Background: an optimization exercise with open tools, aiming at small area. Do not read the settings as production practice. Function was checked by simulation only, so behaviour that the tests miss may differ from the original. Power figures rest on the tool's default switching activity, not on a simulated workload.

**flow/flow/run.sh**
```bash
#!/bin/bash
# Standard ORFS layout with two changes: the port buffers use the smallest
# buffer cell, and clock tree synthesis uses larger sink clusters without
# dummy loads.
set -euo pipefail
bash standard.sh \
  'BUFFER_PORTS_ARGS=-buffer_cell sky130_fd_sc_hd__buf_1' \
  'CTS_ARGS=-sink_clustering_enable -repair_clock_nets -buf_list {sky130_fd_sc_hd__clkbuf_4 sky130_fd_sc_hd__clkbuf_8} -sink_clustering_size 14 -sink_clustering_max_diameter 40 -dont_use_dummy_load' \
  finish > standard_make.log 2>&1
```
**flow/standard.sh**
```bash
#!/bin/bash
# synth_recipe.tcl (not shown) runs the flow's synth.tcl, then flattens the netlist and writes it again
# the make line also repeats each setting of config.mk as NAME=value (left out here)
make -C /OpenROAD-flow-scripts/flow DESIGN_CONFIG=/design/flow/config.mk WORK_HOME=/design/flow/orfs CLKGATE_MAP_FILE= SYNTH_SCRIPT=/design/flow/synth_recipe.tcl "${@:-finish}"
```
**flow/config.mk**
```make
export PLATFORM = sky130hd
export DESIGN_NAME = dd_top
export DESIGN_NICKNAME = dd_top
export VERILOG_FILES = /design/flow/design.v
export SDC_FILE = /design/flow/constraint.sdc
export NUM_CORES = 4
export LEC_CHECK = 0
export CAP_MARGIN = 20
export CORE_MARGIN = 2
export CORE_UTILIZATION = 40
export SLEW_MARGIN = 20
export SYNTH_HIERARCHICAL = 1
```
**flow/constraint.sdc**
```tcl
create_clock -name core_clock -period 6.0 [get_ports {clk_i}]
set_input_delay 1.2000 -clock core_clock [delete_from_list [all_inputs] [get_ports {clk_i}]]
set_output_delay 1.2000 -clock core_clock [all_outputs]
set_load 0.01 [all_outputs]
```
**flow/design.v**
```verilog
`default_nettype none
package dd_pkg;
	typedef logic [1:0] chan_idx_t;
	typedef logic [12:0] fifo_usedw_t;
	typedef logic [24:0] ddr_count_t;
	typedef logic [15:0] xfer_bytes_t;
	typedef logic [31:0] fdma_addr_t;
	typedef logic [31:0] word_t;
	typedef enum logic [1:0] {
		IDLE,
		WAIT_ACK,
		WAIT_OVER
	} sched_state_e;
endpackage
`default_nettype wire
`default_nettype none
module dd_fa (
	input wire logic a,
	input wire logic b,
	input wire logic ci,
	output logic s,
	output logic co
);
	assign s = a ^ b ^ ci;
	assign co = (a & b) | (a & ci) | (b & ci);
endmodule
module dd_ha (
	input wire logic a,
	input wire logic b,
	output logic s,
	output logic co
);
	assign s = a ^ b;
	assign co = a & b;
endmodule
`default_nettype wire
`default_nettype none
module dd_top (
	input wire logic clk_i,
	input wire logic rst_rd_flag1,
	input wire logic [4-1:0] rxd_ena_i,
	input wire logic [4*13-1:0] fifo_usedw_i,
	input wire logic [4*32-1:0] fifo_rd_data_i,
	output logic [4-1:0] fifo_rd_req_o,
	input wire logic [4*25-1:0] clr_usedw_i,
	output logic [4*25-1:0] ddr_usedw_o,
	output logic [31:0] fdma_waddr_o,
	output logic [15:0] fdma_wsize_o,
	output logic fdma_wareq_o,
	input wire logic fdma_wbusy_i,
	output logic [31:0] fdma_wdata_o,
	input wire logic fdma_wvalid_i
);
	localparam logic [1:0] S_IDLE = 2'b00;
	localparam logic [1:0] S_WACK = 2'b01;
	localparam logic [1:0] S_WOVER = 2'b10;
	localparam logic [1:0] S_IDLEP = 2'b11;
	logic [1:0] st_q;
	logic busy_q;
	logic wareq_q;
	logic [3:0] gsel_q;
	logic [10:0] size_q;
	logic [3:0] pval_q;
	logic [22:0] ptr_q [4];
	logic [24:0] usedw_q [4];
	logic [3:0] ready;
	logic [10:0] words [4];
	always_comb begin
		for (int c = 0; c < 4; c++) begin
			ready[c] = (|fifo_usedw_i[c*13+10 +: 3])
				|| ((|fifo_usedw_i[c*13 +: 10]) && !rxd_ena_i[c]);
			words[c] = (|fifo_usedw_i[c*13+10 +: 3]) ? 11'd1024
				: {1'b0, fifo_usedw_i[c*13 +: 10]};
		end
	end
	logic [3:0] gnt;
	assign gnt[0] = ready[0];
	assign gnt[1] = ready[1] && !ready[0];
	assign gnt[2] = ready[2] && !(|ready[1:0]);
	assign gnt[3] = ready[3] && !(|ready[2:0]);
	logic [10:0] gnt_words;
	always_comb begin
		gnt_words = '0;
		for (int c = 0; c < 4; c++)
			gnt_words = gnt_words | (gnt[c] ? words[c] : 11'd0);
	end
	logic idle;
	logic grant;
	logic busy_rise;
	logic busy_fall;
	logic over_fall;
	assign idle = (st_q == S_IDLE) || (st_q == S_IDLEP);
	assign grant = idle && (|ready) && !fdma_wbusy_i;
	assign busy_rise = !busy_q && fdma_wbusy_i;
	assign busy_fall = busy_q && !fdma_wbusy_i;
	assign over_fall = (st_q == S_WOVER) && busy_q && !fdma_wbusy_i;
	logic [22:0] cur_ptr;
	logic [22:0] ptr_sum;
	logic [22:0] ptr_next;
	always_comb begin
		cur_ptr = '0;
		for (int c = 0; c < 4; c++)
			cur_ptr = cur_ptr | ((gsel_q[c] && pval_q[c]) ? ptr_q[c] : 23'd0);
	end
	assign ptr_sum = cur_ptr + 23'(size_q);
	assign ptr_next = (&ptr_sum[22:18]) ? 23'd0 : ptr_sum;
	always_ff @(posedge clk_i or negedge rst_rd_flag1) begin
		if (!rst_rd_flag1) begin
			busy_q <= 1'b0;
		end else begin
			busy_q <= fdma_wbusy_i;
		end
	end
	always_ff @(posedge clk_i or negedge rst_rd_flag1) begin
		if (!rst_rd_flag1) begin
			st_q <= S_IDLE;
		end else begin
			case (st_q)
				S_WACK: if (busy_rise) st_q <= S_WOVER;
				S_WOVER: if (busy_fall) st_q <= S_IDLEP;
				default: if (grant) st_q <= S_WACK;
			endcase
		end
	end
	always_ff @(posedge clk_i or negedge rst_rd_flag1) begin
		if (!rst_rd_flag1) begin
			gsel_q <= 4'b0001;
			size_q <= '0;
		end else if (grant) begin
			gsel_q <= gnt;
			size_q <= gnt_words;
		end
	end
	always_ff @(posedge clk_i or negedge rst_rd_flag1) begin
		if (!rst_rd_flag1) begin
			wareq_q <= 1'b0;
		end else begin
			wareq_q <= (st_q == S_WACK) && !fdma_wbusy_i;
		end
	end
	logic wback;
	assign wback = grant && (st_q == S_IDLEP);
	for (genvar g = 0; g < 4; g++) begin : g_chan
		always_ff @(posedge clk_i or negedge rst_rd_flag1) begin
			if (!rst_rd_flag1) begin
				pval_q[g] <= 1'b0;
			end else if (wback && gsel_q[g]) begin
				pval_q[g] <= 1'b1;
			end
		end
		always_ff @(posedge clk_i) begin
			if (wback && gsel_q[g]) begin
				ptr_q[g] <= ptr_next;
			end
		end
		logic [24:0] u, clr, A, x;
		assign u = usedw_q[g];
		assign clr = clr_usedw_i[g*25 +: 25];
		assign A = (over_fall && gsel_q[g]) ? {12'd0, size_q, 2'b00} : 25'd0;
		logic [24:0] nclr, P, s0;
		logic [25:0] K;
		logic [25:0] rc;
		assign nclr = ~clr;
		assign K[2:0] = 3'b000;
		assign P[1:0] = u[1:0];
		for (genvar i = 2; i <= 12; i++) begin : g_csa
			dd_fa u_fa (.a(u[i]), .b(nclr[i]), .ci(A[i]), .s(P[i]), .co(K[i+1]));
		end
		for (genvar i = 13; i <= 23; i++) begin : g_csh
			dd_ha u_ha (.a(u[i]), .b(nclr[i]), .s(P[i]), .co(K[i+1]));
		end
		assign P[24] = u[24] ^ nclr[24];
		assign K[25] = 1'b0;
		assign s0[0] = ~(P[0] ^ nclr[0]);
		assign rc[1] = P[0] | nclr[0];
		dd_fa u_fa1 (.a(P[1]), .b(nclr[1]), .ci(rc[1]), .s(s0[1]), .co(rc[2]));
		dd_ha u_ha2 (.a(P[2]), .b(rc[2]), .s(s0[2]), .co(rc[3]));
		dd_fa u_fa3 (.a(P[3]), .b(K[3]), .ci(rc[3]), .s(s0[3]), .co(rc[4]));
		dd_fa u_fa4 (.a(P[4]), .b(K[4]), .ci(rc[4]), .s(s0[4]), .co(rc[5]));
		dd_ha u_ha5 (.a(P[5]), .b(K[5]), .s(s0[5]), .co(rc[6]));
		dd_fa u_fa6 (.a(P[6]), .b(K[6]), .ci(rc[6]), .s(s0[6]), .co(rc[7]));
		dd_fa u_fa7 (.a(P[7]), .b(K[7]), .ci(rc[7]), .s(s0[7]), .co(rc[8]));
		dd_fa u_fa8 (.a(P[8]), .b(K[8]), .ci(rc[8]), .s(s0[8]), .co(rc[9]));
		dd_ha u_ha9 (.a(P[9]), .b(K[9]), .s(s0[9]), .co(rc[10]));
		dd_fa u_fa10 (.a(P[10]), .b(K[10]), .ci(rc[10]), .s(s0[10]), .co(rc[11]));
		dd_fa u_fa11 (.a(P[11]), .b(K[11]), .ci(rc[11]), .s(s0[11]), .co(rc[12]));
		dd_fa u_fa12 (.a(P[12]), .b(K[12]), .ci(rc[12]), .s(s0[12]), .co(rc[13]));
		dd_ha u_ha13 (.a(P[13]), .b(K[13]), .s(s0[13]), .co(rc[14]));
		dd_fa u_fa14 (.a(P[14]), .b(K[14]), .ci(rc[14]), .s(s0[14]), .co(rc[15]));
		dd_fa u_fa15 (.a(P[15]), .b(K[15]), .ci(rc[15]), .s(s0[15]), .co(rc[16]));
		dd_fa u_fa16 (.a(P[16]), .b(K[16]), .ci(rc[16]), .s(s0[16]), .co(rc[17]));
		dd_ha u_ha17 (.a(P[17]), .b(K[17]), .s(s0[17]), .co(rc[18]));
		dd_fa u_fa18 (.a(P[18]), .b(K[18]), .ci(rc[18]), .s(s0[18]), .co(rc[19]));
		dd_fa u_fa19 (.a(P[19]), .b(K[19]), .ci(rc[19]), .s(s0[19]), .co(rc[20]));
		dd_fa u_fa20 (.a(P[20]), .b(K[20]), .ci(rc[20]), .s(s0[20]), .co(rc[21]));
		dd_ha u_ha21 (.a(P[21]), .b(K[21]), .s(s0[21]), .co(rc[22]));
		dd_fa u_fa22 (.a(P[22]), .b(K[22]), .ci(rc[22]), .s(s0[22]), .co(rc[23]));
		dd_fa u_fa23 (.a(P[23]), .b(K[23]), .ci(rc[23]), .s(s0[23]), .co(rc[24]));
		dd_fa u_fa24 (.a(P[24]), .b(K[24]), .ci(rc[24]), .s(s0[24]), .co(rc[25]));
		logic [6:0] cy;
		always_comb begin
			logic ao;
			x[4:0] = s0[4:0];
			cy[1] = rc[5];
			ao = 1'b1;
			x[5] = s0[5] ^ (cy[1] & ao);
			ao = ao & s0[5];
			x[6] = s0[6] ^ (cy[1] & ao);
			ao = ao & s0[6];
			x[7] = s0[7] ^ (cy[1] & ao);
			ao = ao & s0[7];
			x[8] = s0[8] ^ (cy[1] & ao);
			ao = ao & s0[8];
			cy[2] = rc[9] | (cy[1] & ao);
			ao = 1'b1;
			x[9] = s0[9] ^ (cy[2] & ao);
			ao = ao & s0[9];
			x[10] = s0[10] ^ (cy[2] & ao);
			ao = ao & s0[10];
			x[11] = s0[11] ^ (cy[2] & ao);
			ao = ao & s0[11];
			x[12] = s0[12] ^ (cy[2] & ao);
			ao = ao & s0[12];
			cy[3] = rc[13] | (cy[2] & ao);
			ao = 1'b1;
			x[13] = s0[13] ^ (cy[3] & ao);
			ao = ao & s0[13];
			x[14] = s0[14] ^ (cy[3] & ao);
			ao = ao & s0[14];
			x[15] = s0[15] ^ (cy[3] & ao);
			ao = ao & s0[15];
			x[16] = s0[16] ^ (cy[3] & ao);
			ao = ao & s0[16];
			cy[4] = rc[17] | (cy[3] & ao);
			ao = 1'b1;
			x[17] = s0[17] ^ (cy[4] & ao);
			ao = ao & s0[17];
			x[18] = s0[18] ^ (cy[4] & ao);
			ao = ao & s0[18];
			x[19] = s0[19] ^ (cy[4] & ao);
			ao = ao & s0[19];
			x[20] = s0[20] ^ (cy[4] & ao);
			ao = ao & s0[20];
			cy[5] = rc[21] | (cy[4] & ao);
			ao = 1'b1;
			x[21] = s0[21] ^ (cy[5] & ao);
			ao = ao & s0[21];
			x[22] = s0[22] ^ (cy[5] & ao);
			ao = ao & s0[22];
			x[23] = s0[23] ^ (cy[5] & ao);
			ao = ao & s0[23];
			x[24] = s0[24] ^ (cy[5] & ao);
			ao = ao & s0[24];
			cy[6] = rc[25] | (cy[5] & ao);
		end
		assign cy[0] = 1'b0;
		always_ff @(posedge clk_i or negedge rst_rd_flag1) begin
			if (!rst_rd_flag1) begin
				usedw_q[g] <= '0;
			end else begin
				usedw_q[g] <= x;
			end
		end
		assign ddr_usedw_o[g*25 +: 25] = usedw_q[g];
	end
	assign fdma_wareq_o = wareq_q;
	assign fdma_wsize_o = {5'd0, size_q};
	assign fdma_waddr_o = {5'b00110, gsel_q[3] | gsel_q[2], gsel_q[3] | gsel_q[1], cur_ptr, 2'b00};
	always_comb begin
		fdma_wdata_o = '0;
		for (int c = 0; c < 4; c++)
			fdma_wdata_o = fdma_wdata_o | (gsel_q[c] ? fifo_rd_data_i[c*32 +: 32] : 32'd0);
		fifo_rd_req_o = gsel_q & {4{fdma_wvalid_i}};
	end
endmodule
`default_nettype wire
```
==> results of run 1 <==
## synth_stat cells (10+ instances only)
library cell	instances
dfrtp_1	122
fa_1	117
inv_1	117
ha_1	107
a22oi_1	93
edfxtp_1	92
nand2_1	74
and3_1	52
nand3_1	43
xor2_1	43
nor2_1	41
xnor2_1	38
clkbuf_1	31
a21oi_1	26
nand4_1	25
buf_4	23
and2_1	10
buf_2	10
## worst paths after layout
kind | start | endpoint | slack, ns | cells past startpoint
setup / recovery | fdma_wbusy_i | usedw_q[0][24] | 1.15 | 15
hold / removal | st_q[1] | st_q[1] | 0.57 | 2
setup reg to reg | pval_q[3] | ptr_q[0][18] | 1.29 | 14
hold reg to reg | st_q[1] | st_q[1] | 0.57 | 2
max in group asynchronous | rst_rd_flag1 | usedw_q[3][19] | 4.20 | 2
min in group asynchronous | rst_rd_flag1 | usedw_q[1][23] | 0.72 | 1
## cell families (layout without fill, tap and decap cells)
group | after synthesis | in the layout | synth area share, %
AOI/OAI and AO/OA | 191 | 191 | 10.01
buffers and inverters | 186 | 629 | 5.667
adders and majority gates | 224 | 224 | 26.17
other | 2 | 15 | 0.05340
muxes | 3 | 3 | 0.2224
xor gates and xnor gates | 81 | 81 | 5.044
and+or+nand+nor | 296 | 296 | 11.29
DFF | 215 | 215 | 41.54
## per-stage QoR
step / utilization (%) / cell area, um^2
2_1_floorplan: - / 14100
3_3_place_gp: 46.81 / 16170
3_5_place_dp: 46.81 / 16170
4_1_cts: 48.28 / 16680
5_1_grt: 48.29 / 16680
6_report: 48.30 / 16680
## Yosys stat by module (local to each module, per instance)
module | cells inside | area, um^2
dd_fa | 1 | 20.02
dd_top | 1014 | 10890
dd_ha | 1 | 12.51
## final cells by class
cell class              count  area (um^2)  area share [%]
multi-input cells         807         7462           44.72
well taps                 455        569.3           3.412
diodes                      3        7.507         0.04499
clock buffers              37        509.2           3.052
flip-flops and latches    215         5846           35.04
inverters                 118        442.9           2.655
repair buffers            474         1848           11.08
## power groups by stage
stage	clock network (W)	registers (W)	logic, W
floorplan	0	0.00288	0.00378
global placement	0	0.00293	0.00529
detailed placement	0	0.00294	0.00540
CTS	0.00113	0.00291	0.00546
global route	0.00119	0.00297	0.00612
finish	0.00109	0.00289	0.00541
## sequential cells by signal, indices dropped and copies added (netlist names)
| name | flops |
|---|---|
| size_q | 11 |
| st_q | 2 |
| ptr_q | 92 |
| usedw_q | 100 |
| wareq_q | 1 |
| busy_q | 1 |
| pval_q | 4 |
| gsel_q | 4 |
## metal layers
layer	GRT usage, %	vias up	wire length [um]
li1	-	5094	-
met1	30.28	5449	17820
met2	38.61	418	21020
met3	5.104	85	3250
met4	7.456	10	1082
met5	0	-	76
## worst max-delay path, cell delays in order
cell and delay (ns):
buf_1 0.20, and3b_1 0.24, buf_12 0.18, and3_1 0.21, fa_1 0.43, ha_1 0.22
fa_1 0.37, fa_1 0.40, fa_1 0.55, nand4_1 0.11, o21bai_1 0.34, a21oi_1 0.19
o21bai_1 0.28, nand4_1 0.17, xnor2_1 0.15
==> out/summary.txt, run 1 <==
Rel. slew slack = 31.48%
CTS Hold Bufs = 0
Max_cap viols = 0
Clock power frac = 11.6%
Initial antenna violation count = 9
Routed vias/inst = 5.242
Post-DP HPWL = 32960 um
Combinational share of power = 57.6%
CTS tree = built
Area Overhead vs Synth = 18.64%
Ys Warns = 14
Period utilization = 80.77%
Main synth FF type = dfrtp_1
Worst EP arrival = 5.28 ns
Setup Crit Path Kind = in2reg
H-tree depth = 2
Post-synthesis async set-or-reset flop share = 57.21%
CTS Sinks = 215
Post-route ant nets = 0
Nets = 2165
Largest area contributor in the netlist = dfrtp_1
Setup TNS = 0 ns
Top cells by area, synth = dfrtp_1 22%, edfxtp_1 20%, fa_1 17%, ha_1 9.5%, a22oi_1 5.0%
Fin. max-slew vios = 0
Initial core utilization = 40.71%
DR vias = 11060
Final Setup Violations = 0
Area share of the largest cell type after synthesis = 21.71%
Leak = 7.223 nW
Skew final = 0.07824 ns
Fill count = 3229
GRT Total Usage = 23.26%
Clock transition at the registers of the reported paths = 0.06 ns
NetSw = 0.004245 W
Design Power = 0.009391 W
CP required = 6.43 ns
Full die area = 36670 um^2
Outcome = no timing/DRC/antenna violations
Post-synth EDFFs = 92
DRC Markers = 0
Largest net degree at the start of global routing = 56
PostCTS Resize Cnt = 0
Final estimated routing congestion in global placement = 0.8589
Sw Share = 45.20%
Pre-CTS setup slack = 0.6296 ns
Mapped Avg Cell Area = 11.74 um^2
Num CTS Buffers = 37
Tmin final = 4.846 ns
Unrepaired setup endpoints after global routing = no
Placed cells = 2069
Clock root buffer = clkbuf_8
Commonest non-fill, non-tap cells in the layout = 459 x buf_1, 119 x dfrtp_1, 117 x inv_1, 117 x fa_1, 107 x ha_1
Cells after synthesis = 1198
Hold Path Class = reg2reg
Pwr Density = 562.8 nW/um^2
DRT iter0 DRCs = 622
Hold_ws = 0.5726 ns
Die Height = 191.5 um
Synth Register Bits = 215
Int Power = 0.005146 W
Clock buffer depth = 3
Final worst slack = 1.154 ns
WL per Instance = 20.51 um
GRT Residual Overflow = 0
FP Rows = 68
Most common cell after layout, fill and taps aside = buf_1
Startpoint types = primary input
Synthesized area = 14060 um^2
Total Wirelength = 43250 um
Critical Path End Type = flip-flop
DRT Pass-1 Iters = 6
Yosys cell types = 68
Placeable Area = 34540 um^2
Final Hold Vio Count = 0
Die extent in x = 191.5 um
Global-route wire length before repair = 64010 um
Fin cells = 2109
CP Max Fanout = 45
Post-CTS Setup Inserts = 0
Fmax = 206.4 MHz
Share of post-route cells with drive strength above 1 = 4.543%
# port buffers = 460
Least-Margin Pin Slew = 1.028 ns
Register area share after synthesis = 41.54%
Vias in the first global route = 11110
Maximum vdd drop = 334.7 uV
Clock insertion delay at the later pin of the skew report = 0.57 ns
Seq pwr share = 30.8%
I/O Pins = 473
==> run 2, diff against run 1 <==
==> flow/flow/run.sh (replaced) <==
#!/bin/bash
# Standard ORFS layout with two changes: the port buffers use the smallest
# buffer cell, and clock tree synthesis uses larger sink clusters without
# dummy loads.
set -euo pipefail
bash standard.sh \
  'BUFFER_PORTS_ARGS=-buffer_cell sky130_fd_sc_hd__buf_1' \
  'CTS_ARGS=-sink_clustering_enable -repair_clock_nets -buf_list sky130_fd_sc_hd__clkbuf_4 -sink_clustering_size 10 -sink_clustering_max_diameter 50 -dont_use_dummy_load' \
  finish > standard_make.log 2>&1
==> out/summary.txt, run 2 <==
Outcome = no timing/DRC/antenna violations
Clock root buffer = clkbuf_4
Initial core utilization = 40.71%
Post-synthesis async set-or-reset flop share = 57.21%
Final estimated routing congestion in global placement = 0.8589
Routed vias/inst = 5.234
Num CTS Buffers = 34
Pre-CTS setup slack = 0.6296 ns
Worst EP arrival = 5.27 ns
CP Max Fanout = 45
Least-Margin Pin Slew = 1.047 ns
Startpoint types = primary input
Leak = 7.113 nW
Global-route wire length before repair = 63590 um
Synthesized area = 14060 um^2
Max_cap viols = 0
Die Height = 191.5 um
Yosys cell types = 68
Area share of the largest cell type after synthesis = 21.71%
Maximum vdd drop = 292.5 uV
R2r endpoint = usedw_q[0][24]
Fin. max-slew vios = 0
Nets = 2162
Post-DP HPWL = 32960 um
CTS Hold Bufs = 0
Clock insertion delay at the later pin of the skew report = 0.70 ns
Critical R2R Launch = st_q[0]
Hold Path Class = reg2reg
Clock transition at the registers of the reported paths = 0.08 ns
Final core utilization = 47.57%
Most common cell after layout, fill and taps aside = buf_1
Post-CTS Setup Inserts = 0
Vias in the first global route = 11030
Largest regs = usedw_q (100), ptr_q (92), size_q (11)
Commonest non-fill, non-tap cells in the layout = 459 x buf_1, 119 x dfrtp_1, 117 x inv_1, 117 x fa_1, 107 x ha_1
GRT Residual Overflow = 0
Fill count = 3259
Setup Crit Path Kind = in2reg
Post-route ant nets = 0
Biggest register = usedw_q
Worst Hold Endpoint = st_q[1]
Largest net degree at the start of global routing = 56
R2R Setup Slk = 1.22 ns
CTS Sinks = 215
Full die area = 36670 um^2
Count leader, synth = dfrtp_1
FP Rows = 68
CTS tree = built
CP required = 6.46 ns
DRC Markers = 0
Dpl cell area = 16170 um^2
Initial antenna violation count = 9
Tmin final = 4.813 ns
Worst hold path startpoint = st_q[1]
WL per Instance = 20.45 um
Cells on Worst Hold Path = 2
Total Wirelength = 43090 um
Largest area contributor in the netlist = dfrtp_1
Area Overhead vs Synth = 16.85%
Pwr Density = 551.3 nW/um^2
Final Hold Vio Count = 0
Fmax = 207.8 MHz
Placeable Area = 34540 um^2
Max FFs per register = 100
Unrepaired setup endpoints after global routing = no
GRT Total Usage = 23.20%
DRT iter0 DRCs = 610
Final worst slack = 1.187 ns
Period utilization = 80.22%
Setup TNS = 0 ns
Share of post-route cells with drive strength above 1 = 4.369%
Clock buffer depth = 3
R2R cell count = 16
Rel. slew slack = 30.19%
Fin area = 16430 um^2
Mapped Avg Cell Area = 11.74 um^2
Register area share after synthesis = 41.54%
Die extent in x = 191.5 um
# port buffers = 460
Cells after synthesis = 1198
Skew final = 0.1613 ns
Top cells by area, synth = dfrtp_1 22%, edfxtp_1 20%, fa_1 17%, ha_1 9.5%, a22oi_1 5.0%
DR vias = 11030
DRT Pass-1 Iters = 6
I/O Pins = 473
Main synth FF type = dfrtp_1
PostCTS Resize Cnt = 0
Ys Warns = 14
Synth Register Bits = 215
H-tree depth = 2
Final Setup Violations = 0
Critical Path End Type = flip-flop
Commonest cells post-synth = 122 x dfrtp_1, 117 x fa_1, 117 x inv_1
Post-synth EDFFs = 92
run 2: cell counts after synthesis:
No cell type changed its count.
run 2: layer usage:
metal,vias up,wire length [um],share of wire (%),GRT usage (%)
met5,-,65,0.15,0
met4,10,1059,2.5,7.515
met3,79,3611,8.4,5.049
met2,439,20780,48,38.27
met1,5407,17570,41,30.40
li1,5094,-,-,-
run 2: through the flow:
step                total power [W]  hold WS (ns)  std cells
floorplan                  0.006652        0.5001       1208
global placement           0.008229        0.5260       2069
detailed placement         0.008343        0.5527       2069
CTS                        0.009162        0.5716       2103
global route               0.009940        0.5979       2104
finish                     0.009059        0.5728       2107
run 2: area by class of cell:
type	instances	area, um^2	share of cell area (%)
antenna	4	10.01	0.06091
clock buffer	34	255.2	1.553
inverter	118	442.9	2.695
multi-input combinational	807	7462	45.41
sequential	215	5846	35.57
tap	455	569.3	3.464
timing repair buffer	474	1848	11.25
run 2: cell families after synthesis:
group | after synthesis | synth area share [%]
AO/OA/AOI/OAI | 191 | 10.01
XOR/XNOR | 81 | 5.044
adder cells (fa/ha/maj) | 224 | 26.17
buffers and inverters | 186 | 5.667
flip-flops | 215 | 41.54
multiplexers | 3 | 0.2224
other | 2 | 0.05340
AND/OR/NAND/NOR | 296 | 11.29
run 2: power breakdown:
part	total [W]	internal, W	switching [W]
clock	0.000759	0.000261	0.000499
combinational	0.00541	0.00222	0.00319
sequential	0.00289	0.00237	0.000514
total	0.00906	0.00486	0.00420
run 2: worst max-delay path: stages:
cell	delay (ns)
buf_1	0.20
and3b_1	0.24
buf_12	0.18
and3_1	0.21
fa_1	0.43
ha_1	0.22
fa_1	0.37
fa_1	0.40
fa_1	0.55
nand4_1	0.11
o21bai_1	0.34
a21oi_1	0.19
o21bai_1	0.28
nand4_1	0.17
xnor2_1	0.15
run 2: how the worst max path moves through the flow:
stage,startpoint,end
2_1_floorplan,fdma_wbusy_i,usedw_q[0][22]
6_report,fdma_wbusy_i,usedw_q[0][24]
3_5_place_dp,fdma_wbusy_i,usedw_q[0][24]
3_3_place_gp,fdma_wbusy_i,usedw_q[0][22]
5_1_grt,st_q[0],usedw_q[0][22]
4_1_cts,st_q[0],usedw_q[0][24]
run 2: Yosys stat by module (local to each module, per instance):
module | copies in the design | flip-flops and latches
dd_fa | 116 | 0
dd_ha | 68 | 0
dd_top | 1 | 215
==> run 3, diff against run 2 <==
--- a/flow/config.mk
+++ b/flow/config.mk
@@ -9,3 +9,3 @@
 export CORE_MARGIN = 2
-export CORE_UTILIZATION = 40
+export CORE_UTILIZATION = 60
 export SLEW_MARGIN = 20
==> out/summary.txt, run 3 <==
Outcome = no timing/DRC/antenna violations
Maximum vdd drop = 395.8 uV
DRC Markers = 0
Top cells by area, synth = dfrtp_1 22%, edfxtp_1 20%, fa_1 17%, ha_1 9.5%, a22oi_1 5.0%
Num CTS Buffers = 30
Placeable Area = 23260 um^2
Initial antenna violation count = 17
Final Hold Vio Count = 0
Final Setup Violations = 0
Die Height = 157.1 um
H-tree depth = 1
Post-synth EDFFs = 92
Area Overhead vs Synth = 15.62%
Biggest register = usedw_q
R2R Setup Slk = 1.00 ns
Max FFs per register = 100
Largest regs = usedw_q (100), ptr_q (92), size_q (11)
Mapped Avg Cell Area = 11.74 um^2
Ys Warns = 14
Fin. max-slew vios = 0
I/O Pins = 473
Most common cell after layout, fill and taps aside = buf_1
Clock buffer depth = 3
Count leader, synth = dfrtp_1
Clock transition at the registers of the reported paths = 0.12 ns
WL per Instance = 21.95 um
Synthesized area = 14060 um^2
Post-CTS Setup Inserts = 0
Skew final = 0.1389 ns
DRT Pass-1 Iters = 9
DR vias = 11360
Largest area contributor in the netlist = dfrtp_1
Startpoint types = flip-flop
Placed cells = 1935
Post-DP HPWL = 33510 um
Clock root buffer = clkbuf_4
Leak = 7.103 nW
Worst EP arrival = 5.60 ns
Register area share after synthesis = 41.54%
Pwr Density = 561.5 nW/um^2
Setup Crit Path Kind = reg2reg
Critical Path End Type = flip-flop
CTS Hold Bufs = 0
Setup TNS = 0 ns
Full die area = 24680 um^2
DRT iter0 DRCs = 1127
Die extent in x = 157.1 um
Vias in the first global route = 11040
Least-Margin Pin Slew = 1.129 ns
Cells after synthesis = 1198
Synth Register Bits = 215
Nets = 2160
Clock insertion delay at the later pin of the skew report = 0.75 ns
Tmin final = 5.000 ns
Fill count = 1792
Main synth FF type = dfrtp_1
GRT Residual Overflow = 0
CP required = 6.60 ns
Unrepaired setup endpoints after global routing = no
GRT Total Usage = 34.79%
Post-synthesis async set-or-reset flop share = 57.21%
CP Max Fanout = 34
# port buffers = 460
Period utilization = 83.33%
Global-route wire length before repair = 63120 um
Rel. slew slack = 24.76%
Yosys cell types = 68
CTS Sinks = 215
Post-route ant nets = 0
FP Rows = 56
Hold Path Class = in2async
CTS tree = built
Total Wirelength = 43430 um
Max_cap viols = 0
Fin cells = 1979
Final estimated routing congestion in global placement = 0.9122
Fmax = 200.0 MHz
Initial core utilization = 60.46%
Hold_ws = 0.5776 ns
Commonest cells post-synth = 122 x dfrtp_1, 117 x fa_1, 117 x inv_1
Routed vias/inst = 5.742
Share of post-route cells with drive strength above 1 = 4.253%
Largest net degree at the start of global routing = 56
Commonest non-fill, non-tap cells in the layout = 459 x buf_1, 119 x dfrtp_1, 117 x inv_1, 117 x fa_1, 107 x ha_1
Area share of the largest cell type after synthesis = 21.71%
PostCTS Resize Cnt = 0
## run 3: changes by cell type in the layout (fill, tap and decap cells not counted)
cell	change
buf_12	-1
buf_4	+3
diode_2	+10
clkbuf_4	-4
## run 3: worst paths after layout
path                              start  cells past startpoint             end
max                           gsel_q[0]                     13  usedw_q[0][22]
min                        rst_rd_flag1                      1   usedw_q[1][6]
max reg2reg                   gsel_q[0]                     13  usedw_q[0][22]
min reg2reg                     st_q[1]                      2         st_q[1]
max in group asynchronous  rst_rd_flag1                      2       size_q[3]
min in group core_clock         st_q[1]                      2         st_q[1]
## run 3: logic make-up after synthesis
family	count (synthesis)	share of synthesized area, %
compound gates	191	10.01
xor+xnor	81	5.044
fa+ha+maj	224	26.17
buf+inv	186	5.667
flops	215	41.54
mux	3	0.2224
other cells	2	0.05340
simple gates	296	11.29
## run 3: critical path: stages, from the launching register on
cell and delay, ns:
dfstp_2 0.98, buf_4 0.39, and3_1 0.21, fa_1 0.41, ha_1 0.22, fa_1 0.38
fa_1 0.39, fa_1 0.53, nand4_1 0.10, o21bai_1 0.38, a21oi_1 0.18, o21bai_1 0.27
ha_1 0.22, xor2_1 0.14
## run 3: area by class of cell
type	instances	area (um^2)	share of cell area, %
Inverter	118	442.9	2.724
Antenna cell	14	35.03	0.2155
Clock buffer	30	225.2	1.385
Timing Repair Buffer	476	1851	11.38
Sequential cell	215	5846	35.95
Tap cell	319	399.1	2.455
Multi-Input combinational cell	807	7462	45.89
## run 3: routing by layer
layer | global-route usage [%] | up-vias | share of wire, %
met1 | 44.97 | 5532 | 38
met2 | 49.67 | 612 | 43
met4 | 12.99 | 8 | 3.6
met5 | 0 | - | 0.11
li1 | - | 5104 | -
met3 | 18.72 | 108 | 15
## run 3: report_power, final
part / leakage, nW / switching [W] / internal [W]
Combinational: 4.70 / 0.00328 / 0.00224
Sequential: 2.27 / 0.000521 / 0.00237
Clock: 0.138 / 0.000481 / 0.000228
## run 3: modules after synthesis, one instance, submodules excluded
module,area (um^2),times used,flip-flops and latches
dd_top,10890,1,215
dd_fa,20.02,116,0
dd_ha,12.51,68,0
## run 3: per-stage QoR
stage               area, um^2  power (W)  worst slack (ns)  util, %
global route             16240   0.009913            0.8185    69.80
detailed placement       16000   0.008364            0.6450    68.78
global placement         16000   0.008183            0.7734    68.78
CTS                      16230   0.009123             1.029    69.75
finish                   16260   0.009130             1.000    69.90
floorplan                14100   0.006652             1.043        -
==> run 4, diff against run 3 <==
--- a/flow/flow/run.sh
+++ b/flow/flow/run.sh
@@ -3,3 +3,4 @@
 # buffer cell, and clock tree synthesis uses larger sink clusters without
-# dummy loads.
+# dummy loads, and gates off the critical paths are downsized after
+# global routing (ORFS's power recovery).
 set -euo pipefail
@@ -8,2 +9,4 @@
   'CTS_ARGS=-sink_clustering_enable -repair_clock_nets -buf_list sky130_fd_sc_hd__clkbuf_4 -sink_clustering_size 10 -sink_clustering_max_diameter 50 -dont_use_dummy_load' \
+  'RECOVER_POWER=100' \
+  'REMOVE_ABC_BUFFERS=1' \
   finish > standard_make.log 2>&1
--- a/flow/config.mk
+++ b/flow/config.mk
@@ -9,3 +9,3 @@
 export CORE_MARGIN = 2
-export CORE_UTILIZATION = 60
+export CORE_UTILIZATION = 40
 export SLEW_MARGIN = 20
==> out/summary.txt, run 4 <==
Outcome = finished with violations
Layout Check Fails = max-capacitance violations, max-slew violations
Clock root buffer = clkbuf_4
Vias in the first global route = 11020
Area share of the largest cell type after synthesis = 21.71%
Placed cells = 2070
DR vias = 11070
Full die area = 36670 um^2
Final Hold Vio Count = 0
Startpoint types = primary input
Maximum vdd drop = 217.7 uV
Critical Path End Type = flip-flop
Count leader, synth = dfrtp_1
Post-DP HPWL = 33430 um
Routed vias/inst = 5.249
Placeable Area = 34540 um^2
Top cells by area, synth = dfrtp_1 22%, edfxtp_1 20%, fa_1 17%, ha_1 9.5%, a22oi_1 5.0%
DRT iter0 DRCs = 830
Clock buffer depth = 3
H-tree depth = 2
CP Max Fanout = 36
CTS Sinks = 215
Max FFs per register = 100
Global-route wire length before repair = 63940 um
PostCTS Resize Cnt = 0
Commonest cells post-synth = 122 x dfrtp_1, 117 x fa_1, 117 x inv_1
Clock insertion delay at the later pin of the skew report = 0.62 ns
Largest area contributor in the netlist = dfrtp_1
Nets = 2163
Ys Warns = 14
CTS Hold Bufs = 0
Skew final = 0.1201 ns
Final Setup Violations = 0
Post-CTS Setup Inserts = 0
CTS tree = built
Main synth FF type = dfrtp_1
FF+latch area = 5844 um^2
Yosys cell types = 68
Post-synth EDFFs = 92
Fill count = 3296
Die Height = 191.5 um
Post-synthesis async set-or-reset flop share = 57.21%
Tmin final = 5.270 ns
Register area share after synthesis = 41.54%
Most common cell after layout, fill and taps aside = buf_1
Unrepaired setup endpoints after global routing = no
Fmax = 189.8 MHz
Area Overhead vs Synth = 16.33%
Clock transition at the registers of the reported paths = 0.11 ns
DRC Markers = 0
Commonest non-fill, non-tap cells in the layout = 454 x buf_1, 120 x dfrtp_1, 117 x inv_1, 117 x fa_1, 107 x ha_1
GRT Residual Overflow = 0
CP required = 6.44 ns
Biggest register = usedw_q
Fin cells = 2109
Num CTS Buffers = 34
Largest regs = usedw_q (100), ptr_q (92), size_q (11)
Post-route ant nets = 0
Synthesized area = 14060 um^2
Hold Path Class = reg2reg
Setup TNS = 0 ns
DRT Pass-1 Iters = 5
Largest net degree at the start of global routing = 56
Initial antenna violation count = 7
Fin. max-slew vios = 170
Pwr Density = 553.9 nW/um^2
Max_cap viols = 4
Worst EP arrival = 5.71 ns
FP Rows = 68
Die extent in x = 191.5 um
Mapped Avg Cell Area = 11.74 um^2
Leak = 7.076 nW
Final estimated routing congestion in global placement = 0.9102
Synth Register Bits = 215
WL per Instance = 20.35 um
Period utilization = 87.83%
Total Wirelength = 42930 um
GRT Total Usage = 23.13%
Initial core utilization = 40.71%
R2R Setup Slk = 0.78 ns
Hold_ws = 0.5647 ns
Cells after synthesis = 1198
I/O Pins = 473
Least-Margin Pin Slew = 2.594 ns
Share of post-route cells with drive strength above 1 = 3.396%
Setup Crit Path Kind = in2reg
Rel. slew slack = -72.93%
# port buffers = 460
Multi-input gate area = 7411 um^2
## run 4: cell type report
type                       instances  area share (%)
multi-input combinational        807           45.30
sequential                       215           35.72
timing repair buffer             475           11.16
tap                              455           3.480
inverter                         118           2.707
clock buffer                      34           1.560
antenna                            5         0.07648
## run 4: layer usage
metal | global-route usage (%) | routed length [um] | up-vias | share of wire, %
met3 | 4.461 | 3010 | 77 | 7.0
li1 | - | - | 5107 | -
met4 | 8.609 | 1388 | 2 | 3.2
met2 | 36.39 | 20410 | 448 | 48
met5 | 0 | 13 | - | 0.030
met1 | 31.76 | 18100 | 5437 | 42
## run 4: final timing paths
kind / cells past startpoint / startpoint / to
setup / recovery: 15 / fdma_wbusy_i / usedw_q[0][24]
hold / removal: 2 / st_q[1] / st_q[1]
setup reg to reg: 16 / st_q[0] / usedw_q[0][24]
hold reg to reg: 2 / st_q[1] / st_q[1]
max in group asynchronous: 2 / rst_rd_flag1 / usedw_q[1][5]
min in group asynchronous: 1 / rst_rd_flag1 / wareq_q
## run 4: where the power goes
group | leakage, nW | internal [W] | switching, W
logic | 4.65 | 0.00223 | 0.00323
registers | 2.27 | 0.00237 | 0.000477
clock network | 0.156 | 0.000261 | 0.000491
total | 7.08 | 0.00487 | 0.00420
## run 4: modules after synthesis, one instance, submodules excluded
module | times used | flops+latches
dd_fa | 116 | 0
dd_ha | 68 | 0
dd_top | 1 | 215
## run 4: cells by family (layout without fill, tap and decap cells)
kind of cell             after synthesis  after routing  share of synthesized area [%]
XOR/XNOR                              81             81                          5.044
other                                  2             17                        0.05340
multiplexers                           3              3                         0.2224
AND/OR/NAND/NOR                      296            296                          11.29
adder cells (fa/ha/maj)              224            224                          26.17
AO/OA/AOI/OAI                        191            191                          10.01
buffers and inverters                186            627                          5.667
flip-flops                           215            215                          41.54
## run 4: stage by stage
| step | util [%] | worst slack [ns] | cell area [um^2] | total power [W] |
|---|---|---|---|---|
| final | 47.36 | 0.7301 | 16360 | 0.009063 |
| after global routing | 47.36 | 0.3298 | 16360 | 0.009929 |
| after CTS | 47.57 | 0.9045 | 16430 | 0.009174 |
| after detailed placement | 46.83 | 0.3190 | 16180 | 0.008346 |
| after global placement | 46.83 | 0.4422 | 16180 | 0.008237 |
| after floorplan | - | 0.9189 | 13750 | 0.006555 |
## run 4: worst max-delay path, cell delays in order
cell and delay (ns):
buf_1 0.13, and3b_2 0.66, clkbuf_1 0.37, and3_1 0.24, fa_1 0.44, ha_1 0.23
fa_1 0.38, fa_1 0.39, fa_1 0.53, a21oi_1 0.10, o21bai_1 0.30, a21oi_1 0.16
o21bai_1 0.27, nand4_1 0.15, xnor2_1 0.14
==> run 5, diff against run 4 <==
--- a/flow/flow/run.sh
+++ b/flow/flow/run.sh
@@ -10,3 +10,2 @@
   'RECOVER_POWER=100' \
-  'REMOVE_ABC_BUFFERS=1' \
   finish > standard_make.log 2>&1
==> out/summary.txt, run 5 <==
Outcome = finished with violations
Layout Check Fails = max-capacitance violations, max-slew violations
Final estimated routing congestion in global placement = 0.8589
Fin cells = 2106
Max FFs per register = 100
Leak = 7.081 nW
CTS Hold Bufs = 0
Fill count = 3273
Adder-Cell Fraction of Synth Area = 26.17%
Placed cells = 2069
Hold Path Class = reg2reg
Post-route ant nets = 0
Most common cell after layout, fill and taps aside = buf_1
Largest area contributor in the netlist = dfrtp_1
CP Max Fanout = 40
I/O Pins = 473
Largest net degree at the start of global routing = 56
Nets = 2162
Final core utilization = 47.35%
FP Rows = 68
R2r endpoint = ptr_q[3][2]
NetSw = 0.004200 W
Clock buffer depth = 3
H-tree depth = 2
Final Hold Vio Count = 0
Least-Margin Pin Slew = 2.677 ns
Critical R2R Launch = gsel_q[0]
Ys Warns = 14
Initial antenna violation count = 9
Fmax = 196.0 MHz
Main synth FF type = dfrtp_1
Mux share of post-synthesis cell area = 0.2224%
Post-synthesis compound-gate area fraction = 10.01%
Setup TNS = 0 ns
Skew final = 0.1626 ns
Synth Area in XOR/XNOR = 5.044%
Die Height = 191.5 um
Die extent in x = 191.5 um
Synth Register Bits = 215
Period utilization = 85.04%
Pwr Density = 553.5 nW/um^2
Initial core utilization = 40.71%
# port buffers = 460
Critical Path End Type = primary output
Full die area = 36670 um^2
DRT iter0 DRCs = 592
DRC Markers = 0
Vias in the first global route = 11030
Yosys cell types = 68
Biggest register = usedw_q
Sw Share = 46.39%
GRT Total Usage = 23.20%
CTS Sinks = 215
Worst EP arrival = 3.90 ns
Int Power = 0.004854 W
R2R Setup Slk = 0.95 ns
Startpoint types = flip-flop
Largest family of logic cells by synthesized area = adder cells
Routed vias/inst = 5.242
Post-synthesis async set-or-reset flop share = 57.21%
R2R cell count = 9
Register area share after synthesis = 41.54%
PostCTS Resize Cnt = 0
Placeable Area = 34540 um^2
Rel. slew slack = -78.45%
Global-route wire length before repair = 63590 um
Commonest cells post-synth = 122 x dfrtp_1, 117 x fa_1, 117 x inv_1
Final Setup Violations = 0
Clock transition at the registers of the reported paths = 0.11 ns
Seq pwr share = 31.9%
Synthesized area = 14060 um^2
CTS tree = built
Cells after synthesis = 1198
Tmin final = 5.103 ns
WL per Instance = 20.48 um
Combinational share of power = 59.7%
Simple-gate area share of the yosys netlist = 11.29%
Mapped Avg Cell Area = 11.74 um^2
Total Wirelength = 43130 um
Top cells by area, synth = dfrtp_1 22%, edfxtp_1 20%, fa_1 17%, ha_1 9.5%, a22oi_1 5.0%
Post-synth EDFFs = 92
Max_cap viols = 6
Area Overhead vs Synth = 16.31%
GRT Residual Overflow = 0
Worst hold path startpoint = st_q[1]
Area share of the largest cell type after synthesis = 21.71%
Unrepaired setup endpoints after global routing = no
Worst Hold Endpoint = st_q[1]
Fin. max-slew vios = 218
Maximum vdd drop = 292.1 uV
Setup Crit Path Kind = reg2out
Clock root buffer = clkbuf_4
Largest regs = usedw_q (100), ptr_q (92), size_q (11)
Post-DP HPWL = 32960 um
CP required = 4.80 ns
DR vias = 11040
Post-CTS Setup Inserts = 0
Clock insertion delay at the later pin of the skew report = 0.70 ns
DRT Pass-1 Iters = 6
Commonest non-fill, non-tap cells in the layout = 458 x buf_1, 119 x dfrtp_1, 118 x inv_1
Clock power frac = 8.4%
Share of post-route cells with drive strength above 1 = 3.459%
Num CTS Buffers = 34
Cells on Worst Hold Path = 2
Count leader, synth = dfrtp_1
[run 5: critical path, cell delays in order, from the launching register on]
cell	delay (ns)
dfstp_2	0.77
clkbuf_1	1.65
a22oi_1	0.43
nand2_1	0.16
buf_1	0.16
[run 5: cell type report]
| type | instances | area, um^2 | share of cell area, % |
|---|---|---|---|
| inverter | 118 | 442.9 | 2.708 |
| antenna | 3 | 7.507 | 0.04590 |
| clock buffer | 34 | 255.2 | 1.560 |
| sequential | 215 | 5846 | 35.74 |
| tap | 455 | 569.3 | 3.480 |
| timing repair buffer | 474 | 1822 | 11.14 |
| multi-input combinational | 807 | 7415 | 45.33 |
[run 5: layer usage]
layer,routed length [um],GRT usage [%],vias to the layer above
li1,-,-,5091
met1,17840,30.40,5422
met2,20660,38.27,427
met3,3267,5.049,90
met4,1290,7.515,10
met5,65,0,-
[run 5: worst max path at each step]
stage | cells past startpoint | slack, ns | start | end
2_1_floorplan | 15 | 1.04 | fdma_wbusy_i | usedw_q[0][22]
3_3_place_gp | 15 | 0.83 | fdma_wbusy_i | usedw_q[0][22]
3_5_place_dp | 15 | 0.63 | fdma_wbusy_i | usedw_q[0][24]
4_1_cts | 16 | 1.20 | st_q[0] | usedw_q[0][24]
5_1_grt | 2 | 0.52 | rst_rd_flag1 | usedw_q[2][8]
6_report | 4 | 0.90 | gsel_q[0] | fdma_wdata_o[14]
[run 5: cell families (layout without fill, tap and decap cells)]
family          Yosys count  count (layout)
simple gates            296             296
flops                   215             215
compound gates          191             191
xor+xnor                 81              81
fa+ha+maj               224             224
buf+inv                 186             626
mux                       3               3
other cells               2              15
[run 5: metrics by stage]
step | hold WS, ns | setup slack (ns) | area, um^2 | total power, W
finish | 0.5750 | 0.8975 | 16360 | 0.009054
global route | 0.5979 | 0.5240 | 16350 | 0.009930
CTS | 0.5716 | 1.195 | 16420 | 0.009162
detailed placement | 0.5527 | 0.6296 | 16170 | 0.008343
global placement | 0.5260 | 0.8299 | 16170 | 0.008229
floorplan | 0.5001 | 1.043 | 14100 | 0.006652
[run 5: power by group through the flow]
stage               registers, W  clock network [W]  logic [W]
floorplan                0.00288                  0    0.00378
global placement         0.00293                  0    0.00529
detailed placement       0.00294                  0    0.00540
CTS                      0.00291           0.000798    0.00546
global route             0.00297           0.000848    0.00611
finish                   0.00289           0.000761    0.00540
[run 5: per-module statistics from Yosys, one instance, submodules excluded]
module | cells | flip-flops and latches
dd_top | 1014 | 215
dd_fa | 1 | 0
dd_ha | 1 | 0
==> run 6, diff against run 5 <==
==> flow/flow/run.sh (replaced) <==
#!/bin/bash
# Standard ORFS layout with two changes: the port buffers use the smallest
# buffer cell, and clock tree synthesis uses larger sink clusters without
# dummy loads.
set -euo pipefail
bash standard.sh \
  'BUFFER_PORTS_ARGS=-buffer_cell sky130_fd_sc_hd__buf_1' \
  'CTS_ARGS=-sink_clustering_enable -repair_clock_nets -buf_list sky130_fd_sc_hd__clkbuf_2 -sink_clustering_size 6 -sink_clustering_max_diameter 30 -dont_use_dummy_load' \
  finish > standard_make.log 2>&1
==> out/summary.txt, run 6 <==
Largest regs = usedw_q (100), ptr_q (92), size_q (11)
Critical Path End Type = flip-flop
Post-route ant nets = 0
Sw Share = 46.68%
Skew final = 0.1659 ns
Dpl cell area = 16170 um^2
Leak = 7.194 nW
Initial core utilization = 40.71%
Setup TNS = 0 ns
H-tree depth = 2
Num CTS Buffers = 57
Worst-path cell chain = and2_1 -> a22oi_1 -> nand2_1 -> ha_1 -> fa_1 -> a211oi_1 -> o21ai_0 -> o221ai_1 -> a31oi_2 -> buf_4 -> a211oi_1 -> nor4b_2 -> buf_4 -> a211oi_1
Slowest-stage cell, CP = and2_1
Least-Margin Pin Slew = 1.022 ns
Largest area contributor in the netlist = dfrtp_1
FP Rows = 68
FF+latch area = 5846 um^2
DR vias = 11180
Yosys cell types = 68
Rel. slew slack = 31.90%
Fmax = 214.1 MHz
Worst stage delay on the critical path = 0.75 ns
Top cells by area, synth = dfrtp_1 22%, edfxtp_1 20%, fa_1 17%, ha_1 9.5%, a22oi_1 5.0%
Clock power frac = 8.7%
Hold Path Class = in2async
WL per Instance = 20.32 um
Biggest register = usedw_q
PostCTS Resize Cnt = 0
Area Overhead vs Synth = 17.06%
Main synth FF type = dfrtp_1
Max_cap viols = 0
Post-synthesis async set-or-reset flop share = 57.21%
CP Max Fanout = 22
CTS Hold Bufs = 0
Outcome = no timing/DRC/antenna violations
DRC Markers = 0
Final estimated routing congestion in global placement = 0.8589
Seq pwr share = 31.8%
Pwr Density = 551.9 nW/um^2
Commonest non-fill, non-tap cells in the layout = 459 x buf_1, 119 x dfrtp_1, 117 x inv_1, 117 x fa_1, 107 x ha_1
Unrepaired setup endpoints after global routing = no
Full die area = 36670 um^2
Most common cell after layout, fill and taps aside = buf_1
Count leader, synth = dfrtp_1
Nets = 2185
I/O Pins = 473
DRT iter0 DRCs = 568
Setup Crit Path Kind = reg2reg
CP required = 6.66 ns
Commonest cells post-synth = 122 x dfrtp_1, 117 x fa_1, 117 x inv_1
Placeable Area = 34540 um^2
Vias in the first global route = 11230
Ys Warns = 14
Final Hold Vio Count = 0
R2R Setup Slk = 1.33 ns
Routed vias/inst = 5.248
Max FFs per register = 100
Mapped Avg Cell Area = 11.74 um^2
Period utilization = 77.83%
Final core utilization = 47.66%
Startpoint types = flip-flop
CTS tree = built
CTS Sinks = 215
Total Wirelength = 43290 um
Share of post-route cells with drive strength above 1 = 5.685%
Final worst slack = 1.330 ns
Fill count = 3261
Tmin final = 4.670 ns
Fin area = 16460 um^2
Post-synth EDFFs = 92
NetSw = 0.004241 W
Clock buffer depth = 3
Final Setup Violations = 0
Register area share after synthesis = 41.54%
Worst EP arrival = 5.33 ns
Fin. max-slew vios = 0
Multi-input gate area = 7462 um^2
GRT Residual Overflow = 0
Synth Register Bits = 215
Combinational share of power = 59.6%
Largest net degree at the start of global routing = 56
Maximum vdd drop = 278.6 uV
GRT Total Usage = 23.26%
# port buffers = 460
Initial antenna violation count = 9
CP dominant cell by count = a211oi_1
Post-CTS Setup Inserts = 0
Int Power = 0.004845 W
Clock insertion delay at the later pin of the skew report = 0.91 ns
Area share of the largest cell type after synthesis = 21.71%
Pre-CTS setup slack = 0.6296 ns
Post-DP HPWL = 32960 um
Die extent in x = 191.5 um
Cells after synthesis = 1198
DRT Pass-1 Iters = 7
Global-route wire length before repair = 64140 um
Die Height = 191.5 um
Clock root buffer = clkbuf_2
Synthesized area = 14060 um^2
Clock transition at the registers of the reported paths = 0.12 ns
## run 6: cell count changes in the layout (fill, tap and decap cells not counted), moves of 6 or more
cell,delta
clkbuf_2,+57
clkbuf_4,-33
clkbuf_1,-8
buf_4,+6
## run 6: critical path, delay by kind of cell, from the launching register on
kind	cells	cell delay, ns
adder cells (fa/ha/maj)	2	0.51
flip-flops	1	0.56
AND/OR/NAND/NOR	3	1.10
buffers and inverters	2	0.46
AO/OA/AOI/OAI	7	1.79
## run 6: power groups by stage
stage	sequential (W)	combinational, W	clock (W)
global placement	0.00293	0.00529	0
detailed placement	0.00294	0.00540	0
global route	0.00297	0.00612	0.000900
finish	0.00289	0.00541	0.000788
CTS	0.00291	0.00546	0.000833
floorplan	0.00288	0.00378	0
## run 6: per-module statistics from Yosys, one instance, submodules excluded
module | area [um^2] | times used | flops+latches | cells inside
dd_top | 10890 | 1 | 215 | 1014
dd_fa | 20.02 | 116 | 0 | 1
dd_ha | 12.51 | 68 | 0 | 1
## run 6: area by class of cell
class	count	area share [%]
multi-input cells	807	45.33
flip-flops and latches	215	35.51
repair buffers	474	11.23
well taps	455	3.458
inverters	118	2.690
clock buffers	57	1.733
diodes	4	0.06080
## run 6: final timing paths
check	startpoint	to	cells past startpoint
max	pval_q[3]	ptr_q[3][18]	14
min	rst_rd_flag1	usedw_q[2][0]	1
max reg2reg	pval_q[3]	ptr_q[3][18]	14
min reg2reg	st_q[1]	st_q[1]	2
max in group asynchronous	rst_rd_flag1	size_q[7]	2
min in group core_clock	st_q[1]	st_q[1]	2
## run 6: logic make-up after synthesis
| group | synth area share, % |
|---|---|
| flops | 41.54 |
| simple gates | 11.29 |
| mux | 0.2224 |
| buf+inv | 5.667 |
| compound gates | 10.01 |
| xor+xnor | 5.044 |
| fa+ha+maj | 26.17 |
| other cells | 0.05340 |
## run 6: routing by layer
layer	wire, um	vias to the layer above	track usage (%)	share of wire (%)
met5	73	-	0	0.17
met4	1074	10	7.840	2.5
met3	2924	84	4.902	6.8
met2	21050	398	38.54	49
met1	18160	5537	30.32	42
li1	-	5149	-	-
## run 6: stage by stage
stage	instances	hold WS, ns	power, W
after floorplan	1208	0.5001	0.006652
after global placement	2069	0.5260	0.008229
after detailed placement	2069	0.5527	0.008343
after CTS	2126	0.3003	0.009196
after global routing	2127	0.3261	0.009985
final	2130	0.3895	0.009086
==> run 7, diff against run 6 <==
==> flow/flow/run.sh (replaced) <==
#!/bin/bash
# Standard ORFS layout with two changes: the port buffers use the smallest
# buffer cell, and clock tree synthesis uses larger sink clusters without
# dummy loads.
set -euo pipefail
bash standard.sh \
  'BUFFER_PORTS_ARGS=-buffer_cell sky130_fd_sc_hd__buf_1' \
  'CTS_ARGS=-sink_clustering_enable -repair_clock_nets -buf_list sky130_fd_sc_hd__clkbuf_4 -sink_clustering_size 10 -sink_clustering_max_diameter 35 -dont_use_dummy_load' \
  finish > standard_make.log 2>&1
--- a/flow/config.mk
+++ b/flow/config.mk
@@ -9,3 +9,3 @@
 export CORE_MARGIN = 2
-export CORE_UTILIZATION = 40
+export CORE_UTILIZATION = 60
 export SLEW_MARGIN = 20
==> out/summary.txt, run 7 <==
Outcome = no timing/DRC/antenna violations
Placeable Area = 23260 um^2
Pre-CTS setup slack = 0.6450 ns
Top cells by area, synth = dfrtp_1 22%, edfxtp_1 20%, fa_1 17%, ha_1 9.5%, a22oi_1 5.0%
Full die area = 24680 um^2
Area Overhead vs Synth = 16.36%
Post-route ant nets = 0
Fill count = 1789
# port buffers = 460
Synth Register Bits = 215
CP dominant cell by count = fa_1
Ys Warns = 14
Fin. max-slew vios = 0
Least-Margin Pin Slew = 1.052 ns
Fin area = 16360 um^2
Worst-path cell chain = buf_4 -> and3_1 -> fa_1 -> ha_1 -> fa_1 -> fa_1 -> fa_1 -> nand4_1 -> o21bai_1 -> a21oi_1 -> o21bai_1 -> ha_1 -> xor2_1
Global route hottest layer = met2
Post-synthesis async set-or-reset flop share = 57.21%
Max FFs per register = 100
Max_cap viols = 0
Rel. slew slack = 29.88%
DRT iter0 DRCs = 1054
CP Max Fanout = 34
Register area share after synthesis = 41.54%
DR vias = 11370
Unrepaired setup endpoints after global routing = no
Pwr Density = 565.8 nW/um^2
Main synth FF type = dfrtp_1
Commonest cells post-synth = 122 x dfrtp_1, 117 x fa_1, 117 x inv_1
Vias in the first global route = 11170
PostCTS Resize Cnt = 0
Final Setup Violations = 0
Met2 Usage GRT = 49.81%
Yosys cell types = 68
Leak = 7.160 nW
GRT Total Usage = 35.02%
Initial core utilization = 60.46%
Final Hold Vio Count = 0
Buf+Inv Stages, Crit Path = 1
Dpl cell area = 16000 um^2
Hold Path Class = reg2reg
Critical path depth = 13
Clock insertion delay at the later pin of the skew report = 0.66 ns
Maximum vdd drop = 384.4 uV
I/O Pins = 473
Routing usage on met3 = 20.04%
Largest regs = usedw_q (100), ptr_q (92), size_q (11)
GRT Residual Overflow = 0
Startpoint types = flip-flop
CP delay by family, top = adder cells
Mapped Avg Cell Area = 11.74 um^2
CP Capture Point = usedw_q[0][22]
Post-CTS Setup Inserts = 0
R2R cell count = 13
Num CTS Buffers = 41
Post-synth EDFFs = 92
CTS Hold Bufs = 0
Count leader, synth = dfrtp_1
Multi-input gate area = 7462 um^2
Largest net degree at the start of global routing = 56
R2r endpoint = usedw_q[0][22]
Final worst slack = 1.084 ns
Period utilization = 81.93%
M1 GR Usage = 43.90%
CTS Sinks = 215
Worst EP arrival = 5.47 ns
Clock transition at the registers of the reported paths = 0.09 ns
FP Rows = 56
Final estimated routing congestion in global placement = 0.9122
Critical R2R Launch = gsel_q[0]
Skew final = 0.05829 ns
Setup Crit Path Kind = reg2reg
DRC Markers = 0
Tmin final = 4.916 ns
Largest area contributor in the netlist = dfrtp_1
Fmax = 203.4 MHz
CTS tree = built
Setup TNS = 0 ns
Share of post-route cells with drive strength above 1 = 4.946%
Worst stage delay on the critical path = 0.98 ns
Routed vias/inst = 5.700
Global-route wire length before repair = 63370 um
Die extent in x = 157.1 um
WL per Instance = 21.78 um
Critical Path End Type = flip-flop
Area share of the largest cell type after synthesis = 21.71%
Total Wirelength = 43450 um
Most common cell after layout, fill and taps aside = buf_1
Nets = 2172
Synthesized area = 14060 um^2
Post-DP HPWL = 33510 um
Slowest-stage cell, CP = dfstp_2
Die Height = 157.1 um
DRT Pass-1 Iters = 5
H-tree depth = 2
CP required = 6.56 ns
Clock buffer depth = 3
Initial antenna violation count = 19
Cells after synthesis = 1198
FF+latch area = 5846 um^2
Commonest non-fill, non-tap cells in the layout = 459 x buf_1, 119 x dfrtp_1, 117 x inv_1, 117 x fa_1, 107 x ha_1
Biggest register = usedw_q
CP Launch Point = gsel_q[0]
R2R Setup Slk = 1.08 ns
Clock root buffer = clkbuf_4
==> run 7: cell counts after synthesis <==
No cell type changed its count.
==> run 7: cell families after synthesis <==
family,synth area share (%)
AO/OA/AOI/OAI,10.01
AND/OR/NAND/NOR,11.29
XOR/XNOR,5.044
multiplexers,0.2224
adder cells (fa/ha/maj),26.17
flip-flops,41.54
buffers and inverters,5.667
other,0.05340
==> run 7: worst min-delay path by stage <==
stage | startpoint | to | slack, ns | cells after the start
after detailed placement | st_q[1] | st_q[1] | 0.55 | 2
final | st_q[1] | st_q[1] | 0.57 | 2
after global placement | st_q[1] | st_q[1] | 0.54 | 2
after global routing | usedw_q[3][1] | usedw_q[3][1] | 0.60 | 1
after floorplan | st_q[1] | st_q[1] | 0.50 | 2
after CTS | st_q[1] | st_q[1] | 0.56 | 2
==> run 7: worst register-to-register path: cells and delay by family, from the launching register on <==
family                     cells  cell delay [ns]
adders and majority gates      6             2.15
DFF                            1             0.98
AOI/OAI and AO/OA              3             0.82
buffers and inverters          1             0.40
and+or+nand+nor                2             0.32
xor gates and xnor gates       1             0.14
==> run 7: routing by layer <==
metal  vias to the layer above  part of all wire (%)
met2                       636                    43
met3                        98                    16
met1                      5494                    38
li1                       5137                     -
met4                         6                   3.2
met5                         -                 0.085
==> run 7: per-stage QoR <==
step	hold slack (ns)	std cells	utilization [%]	total power, W
6_report	0.5682	1995	70.35	0.009258
3_3_place_gp	0.5363	1935	68.78	0.008183
3_5_place_dp	0.5504	1935	68.78	0.008364
2_1_floorplan	0.5001	1208	-	0.006652
5_1_grt	0.5963	1987	70.26	0.01005
4_1_cts	0.5603	1976	70.11	0.009245
==> run 7: power breakdown <==
part	internal [W]	switching (W)	total, W
sequential	0.00238	0.000517	0.00289
combinational	0.00225	0.00330	0.00554
clock	0.000313	0.000508	0.000821
total	0.00494	0.00432	0.00926
==> run 7: Yosys stat by module (local to each module, per instance) <==
module,flip-flops and latches,cells,copies in the design,area (um^2)
dd_fa,0,1,116,20.02
dd_ha,0,1,68,12.51
dd_top,215,1014,1,10890
==> run 7: layout make-up <==
type	instances	share of cell area, %
antenna	18	0.2753
multi-input combinational	807	45.60
clock buffer	41	1.881
sequential	215	35.72
tap	319	2.439
timing repair buffer	477	11.38
inverter	118	2.707
==> run 8, diff against run 7 <==
--- a/flow/config.mk
+++ b/flow/config.mk
@@ -9,3 +9,3 @@
 export CORE_MARGIN = 2
-export CORE_UTILIZATION = 60
+export CORE_UTILIZATION = 40
 export SLEW_MARGIN = 20
==> out/summary.txt, run 8 <==
Placeable Area = 34540 um^2
Fin. max-slew vios = 0
Fmax = 209.5 MHz
Area Overhead vs Synth = 17.49%
Post-DP HPWL = 32960 um
H-tree depth = 2
CTS Sinks = 215
Post-synth EDFFs = 92
Skew final = 0.1118 ns
Least-Margin Pin Slew = 1.023 ns
Initial core utilization = 40.71%
Yosys cell types = 68
Nets = 2174
GRT Residual Overflow = 0
Synthesized area = 14060 um^2
Total Wirelength = 43310 um
DR vias = 11130
Main synth FF type = dfrtp_1
Tmin final = 4.773 ns
Global-route wire length before repair = 63630 um
Setup TNS = 0 ns
Max_cap viols = 0
Clock buffer depth = 3
Leak = 7.169 nW
GRT Total Usage = 23.17%
Pwr Density = 555.0 nW/um^2
Cells after synthesis = 1198
Startpoint types = primary input
CP Max Fanout = 45
CP required = 6.51 ns
DRC Markers = 0
Critical Path End Type = flip-flop
Hold Path Class = reg2reg
Clock root buffer = clkbuf_4
Post-route ant nets = 0
Unrepaired setup endpoints after global routing = no
Outcome = no timing/DRC/antenna violations
Full die area = 36670 um^2
Commonest cells post-synth = 122 x dfrtp_1, 117 x fa_1, 117 x inv_1
Rel. slew slack = 31.80%
Commonest non-fill, non-tap cells in the layout = 459 x buf_1, 119 x dfrtp_1, 117 x inv_1, 117 x fa_1, 107 x ha_1
Worst EP arrival = 5.28 ns
Max FFs per register = 100
Vias in the first global route = 11150
Most common cell after layout, fill and taps aside = buf_1
Biggest register = usedw_q
Share of post-route cells with drive strength above 1 = 5.060%
Post-synthesis async set-or-reset flop share = 57.21%
Largest area contributor in the netlist = dfrtp_1
Initial antenna violation count = 8
# port buffers = 460
Maximum vdd drop = 277.5 uV
PostCTS Resize Cnt = 0
Period utilization = 79.54%
DRT Pass-1 Iters = 5
CTS tree = built
Setup Crit Path Kind = in2reg
CTS Hold Bufs = 0
Top cells by area, synth = dfrtp_1 22%, edfxtp_1 20%, fa_1 17%, ha_1 9.5%, a22oi_1 5.0%
DRT iter0 DRCs = 657
Die extent in x = 191.5 um
Ys Warns = 14
I/O Pins = 473
Largest net degree at the start of global routing = 56
Synth Register Bits = 215
WL per Instance = 20.44 um
FP Rows = 68
Count leader, synth = dfrtp_1
Register area share after synthesis = 41.54%
Clock insertion delay at the later pin of the skew report = 0.68 ns
Mapped Avg Cell Area = 11.74 um^2
Post-CTS Setup Inserts = 0
Area share of the largest cell type after synthesis = 21.71%
Routed vias/inst = 5.251
Largest regs = usedw_q (100), ptr_q (92), size_q (11)
Clock transition at the registers of the reported paths = 0.08 ns
Final Hold Vio Count = 0
Final estimated routing congestion in global placement = 0.8589
Num CTS Buffers = 46
Die Height = 191.5 um
Final Setup Violations = 0
Hold_ws = 0.5726 ns
## run 8: cell counts after synthesis
Identical to the previous run, type by type.
## run 8: path summary, 6_finish.rpt
check                            endpoint  slack [ns]          from  cells after the start
min reg2reg                       st_q[1]        0.57       st_q[1]                      2
min in group asynchronous  usedw_q[1][23]        0.64  rst_rd_flag1                      1
min                               st_q[1]        0.57       st_q[1]                      2
max                        usedw_q[0][24]        1.23  fdma_wbusy_i                     15
max in group asynchronous  usedw_q[3][19]        4.31  rst_rd_flag1                      2
max reg2reg                usedw_q[0][24]        1.27       st_q[0]                     16
## run 8: critical path: stages
cell and delay (ns):
buf_1 0.21, and3b_1 0.24, buf_12 0.18, and3_1 0.21, fa_1 0.43, ha_1 0.22
fa_1 0.37, fa_1 0.39, fa_1 0.54, nand4_1 0.11, o21bai_1 0.34, a21oi_1 0.19
o21bai_1 0.28, nand4_1 0.17, xnor2_1 0.15
## run 8: kinds of logic (layout without fill, tap and decap cells)
family | after synthesis | count (layout) | synth area share (%)
AND/OR/NAND/NOR | 296 | 296 | 11.29
adder cells (fa/ha/maj) | 224 | 224 | 26.17
flip-flops | 215 | 215 | 41.54
AO/OA/AOI/OAI | 191 | 191 | 10.01
buffers and inverters | 186 | 638 | 5.667
XOR/XNOR | 81 | 81 | 5.044
multiplexers | 3 | 3 | 0.2224
other | 2 | 16 | 0.05340
## run 8: where the power goes
group          internal, W  switching [W]  leakage (nW)
combinational      0.00222        0.00319          4.69
sequential         0.00238       0.000519          2.27
clock             0.000347       0.000514         0.212
total              0.00495        0.00422          7.17
## run 8: final cells by class
type                            instances  area [um^2]
Fill cell                            3254        18020
Multi-Input combinational cell        807         7462
Sequential cell                       215         5846
Timing Repair Buffer                  474         1848
Tap cell                              455        569.3
Inverter                              118        442.9
Clock buffer                           46        345.3
Antenna cell                            4        10.01
## run 8: metal layers
layer	vias up	GRT usage, %	routed length, um
li1	5126	-	-
met1	5473	30.06	17800
met2	428	38.35	20980
met3	92	5.067	3318
met4	8	7.929	1163
met5	-	0	55
## run 8: per-module statistics from Yosys (local to each module, per instance)
module	cells inside	copies in the design	area, um^2	flip-flops and latches
dd_fa	1	116	20.02	0
dd_ha	1	68	12.51	0
dd_top	1014	1	10890	215
## run 8: stage by stage
step	utilization [%]	power (W)	instance area (um^2)	cells	worst slack [ns]
final	47.83	0.009170	16520	2119	1.227
after floorplan	-	0.006652	14100	1208	1.043
after global placement	46.81	0.008229	16170	2069	0.8299
after global routing	47.81	0.01005	16520	2116	0.9415
after detailed placement	46.81	0.008343	16170	2069	0.6296
after CTS	47.81	0.009266	16510	2115	1.271

## what the ideal ports hide
The flow's constraints put no driver on any port. The routed layouts listed below were extracted and timed again, unchanged, in two steps.
Step 1 sets driving cells, clkbuf_16 on the clock port and buf_2 on the other inputs (assumed; they add their load-dependent delay and slew).
Step 2 adds t to the input delays and takes it off the output delays; t is the mean of the earliest and latest rising clock arrival at the registers after step 1. Input paths then give back, and output paths get back, about the clock's delay inside the block.
a / b / c = ideal ports / drivers / drivers and shift; a / b = the first two.
| run | shift t [ns] | slack for setup (ns) | worst setup path after step 2 | clock arrival spread, ns | worst slew at a driven data input, ns |
|---|---|---|---|---|---|
| run 1 | 0.571 | 1.154 / 1.125 / 0.554 | input to register | 0.084 / 0.084 | 0.13 |
| run 2 | 0.664 | 1.187 / 1.164 / 0.500 | input to register | 0.161 / 0.162 | 0.14 |
| run 3 | 0.730 | 1.000 / 1.000 / 0.563 | input to register | 0.139 / 0.139 | 0.15 |
| run 4 | 0.619 | 0.730 / 0.727 / 0.108 | input to register | 0.148 / 0.148 | 0.09 |
| run 5 | 0.662 | 0.897 / 0.855 / 0.521 | input to register | 0.162 / 0.163 | 0.15 |
| run 6 | 0.873 | 1.330 / 1.330 / 0.583 | input to register | 0.167 / 0.168 | 0.14 |
| run 7 | 0.675 | 1.084 / 1.084 / 0.532 | input to register | 0.070 / 0.069 | 0.16 |
| run 8 | 0.679 | 1.227 / 1.199 / 0.519 | input to register | 0.130 / 0.129 | 0.14 |
The setup slack of run 6, which loses most, moves by 0.000 ns with the drivers and by -0.747 ns with both steps.
